Context: an optimization exercise on an open-source flow, tuned for small area. The choices shown serve that exercise and are no tape-out recipe. The RTL was checked by simulation tests, not by an equivalence proof against the original design. Power is estimated from default activity; no workload was simulated.

==> 04-17 <==
// si_cache
module si_cache (
  input  logic        clk,
  input  logic        rst_n,
  input  logic        req_valid,
  input  logic [1:0]  req_op,      
  input  logic [31:0] req_addr,    
  input  logic [31:0] req_wdata,
  input  logic [3:0]  req_be,      
  output logic        rsp_valid,
  output logic        rsp_hit,
  output logic [31:0] rsp_data
);
  logic [3:0]  idx;
  logic [1:0]  off;
  logic [23:0] tag;
  assign idx = req_addr[7:4];
  assign off = req_addr[3:2];
  assign tag = req_addr[31:8];
  logic do_write, do_inval, do_read;
  assign do_write = req_valid && (req_op == 2'b01) && (|req_be);
  assign do_inval = req_valid && (req_op == 2'b10);
  assign do_read  = req_valid && (req_op == 2'b00);
  logic [15:0] line_vld_q;         
  logic [23:0] line_tag_q [16];
  logic [31:0] data_q     [64];    
  logic [15:0] line_sel;
  logic [63:0] word_sel;
  assign line_sel = 16'd1 << idx;
  assign word_sel = 64'd1 << {idx, off};
  logic [23:0] cur_tag;
  logic        cur_vld;
  always_comb begin
    cur_tag = '0;
    for (int i = 0; i < 16; i++) cur_tag = cur_tag | (line_tag_q[i] & {24{line_sel[i]}});
  end
  assign cur_vld = |(line_vld_q & line_sel);
  logic tag_match;   
  assign tag_match = cur_vld && (cur_tag == tag);
  ...
Settings: LEC_CHECK=0, CAP_MARGIN=20, CORE_MARGIN=2, CORE_UTILIZATION=40, CTS_BUF_LIST=sky130_fd_sc_hd__clkbuf_8, CTS_CLUSTER_DIAMETER=80, CTS_CLUSTER_SIZE=16, SLEW_MARGIN=20; clock period 5.0 ns.
run.sh (not shown) runs the stock make flow with config.mk's settings and CLKGATE_MAP_FILE= SYNTH_SCRIPT=/design/flow/synth_recipe.tcl, a recipe that flattens the netlist after the stock synthesis.
==> 10-14: changes against 04-17 <==
==> flow/flow/run.sh (new file) <==
#!/bin/bash
# The standard layout, except that clock tree synthesis uses clkbuf_8 sink
# clusters and inserts no dummy loads. Runs in the standard flow's work folder; the ORFS
# logs stay under orfs/logs, and make's own output goes to standard.log.
set -euo pipefail
bash standard.sh \
  "CTS_ARGS=-sink_clustering_enable -repair_clock_nets -sink_clustering_size 16 -sink_clustering_max_diameter 80 -buf_list sky130_fd_sc_hd__clkbuf_8 -dont_use_dummy_load" \
  finish > standard.log 2>&1
==> flow/standard.sh (new file) <==
#!/bin/bash
# synth_recipe.tcl (not shown) runs the flow's synth.tcl, then flattens the netlist and writes it again
# the make line also repeats each setting of config.mk as NAME=value (left out here)
make -C /OpenROAD-flow-scripts/flow DESIGN_CONFIG=/design/flow/config.mk WORK_HOME=/design/flow/orfs CLKGATE_MAP_FILE= SYNTH_SCRIPT=/design/flow/synth_recipe.tcl "${@:-finish}"
CAP_MARGIN = 5   (was 20)
GPL_TIMING_DRIVEN = 0   (was not set)
SLEW_MARGIN = 5   (was 20)
removed: flow/run.sh
==> 06-04: changes against 04-17 <==
CTS_BUF_LIST = not set   (was sky130_fd_sc_hd__clkbuf_8)
CTS_CLUSTER_DIAMETER = not set   (was 80)
CTS_CLUSTER_SIZE = not set   (was 16)
==> qor summary <==
Status: 04-17 no timing/DRC/antenna violations; 06-04 no timing/DRC/antenna violations; 10-14 failed layout checks
Violated checks: 04-17 -; 06-04 -; 10-14 max-capacitance violations, max-slew violations, negative setup slack
Number of signal-net buffers in the layout: 04-17 603; 06-04 604; 10-14 526
Per-cell via count in the routed design: 04-17 6.44; 06-04 6.42; 10-14 6.85
Switching share of total power: 04-17 22.3%; 06-04 21.0%; 10-14 22.5%
Met2 routing resource usage after global routing: 04-17 41.7%; 06-04 41.4%; 10-14 47.4%
Data arrival at the endpoint of the critical path: 04-17 5360 ps; 06-04 5160 ps; 10-14 6110 ps
Area taken by multi-input logic gates: 04-17 16200 sq um; 06-04 16200 sq um; 10-14 16000 sq um
Peak supply drop: 04-17 309 uV; 06-04 354 uV; 10-14 278 uV
Met1 layer wirelength in the final routing: 04-17 120000 um; 06-04 120000 um; 10-14 129000 um
Global placer's final weighted congestion: 04-17 0.946; 06-04 0.946; 10-14 1.01
Worst relative slew slack: 04-17 16.7%; 06-04 18.0%; 10-14 -3.52%
Comb power frac: 04-17 4.5%; 06-04 3.6%; 10-14 4.9%
Maximum frequency from static timing analysis: 04-17 0.217 GHz; 06-04 0.225 GHz; 10-14 0.190 GHz
Fraction of area in clock buffers and inverters: 04-17 3.09%; 06-04 7.64%; 10-14 2.41%
Buffer cell driving the clock tree root: 04-17 clkbuf_8; 06-04 clkbuf_16; 10-14 clkbuf_8
Cell with the largest stage delay on the worst path: 04-17 a2111oi_0; 06-04 a2111oi_0; 10-14 a222oi_1
Drt wl/cell: 04-17 36.9 um; 06-04 36.6 um; 10-14 44.6 um
Detailed-routing iteration count for the pre-antenna-repair pass: 04-17 9; 06-04 7; 10-14 14
HPWL after detailed placement: 04-17 204000 um; 06-04 204000 um; 10-14 262000 um
Buffers and inverters on the worst path: 04-17 3; 06-04 1; 10-14 3
Overall power consumption: 04-17 0.0352 W; 06-04 0.0441 W; 10-14 0.0348 W
Worst Setup EP: 04-17 rd2_data[19]; 06-04 rd2_data[19]; 10-14 rd2_data[5]

-- static timing again, ports no longer ideal --
How much do the figures lean on ideal ports? The routed layouts below were timed once more, with nothing changed but the port constraints. Step 1 (the two cells are an assumption about what drives the block):
set clk [get_ports {clk}]
set_driving_cell -lib_cell sky130_fd_sc_hd__clkbuf_16 $clk
set_driving_cell -lib_cell sky130_fd_sc_hd__buf_2 [delete_from_list [all_inputs] $clk]
Step 2 moves the port delays by t, midway between the first and last clock arrival at a register: inputs arrive t later, outputs are due t later. That takes back most of the time a late clock gives input paths. Slacks: ideal / step 1 / step 2; pairs: ideal / step 1.
| run | t, ns | setup slack, ns | hold WS [ns] | worst setup path after step 2 | slew at the worst register clock pin (ns) |
|---|---|---|---|---|---|
| 04-17 | 1.056 | 0.382 / 0.382 / 0.364 | 0.289 / 0.289 / 0.289 | input to register | 0.11 / 0.11 |
| 10-14 | 1.072 | -0.272 / -0.272 / -0.976 | 0.307 / 0.254 / 0.328 | input to register | 0.11 / 0.11 |
| 06-04 | 0.998 | 0.555 / 0.555 / 0.351 | 0.050 / -0.017 / 0.314 | input to register | 0.07 / 0.07 |
The setup slack of 10-14, which loses most, moves by 0.000 ns with the drivers and by -0.704 ns with both steps.
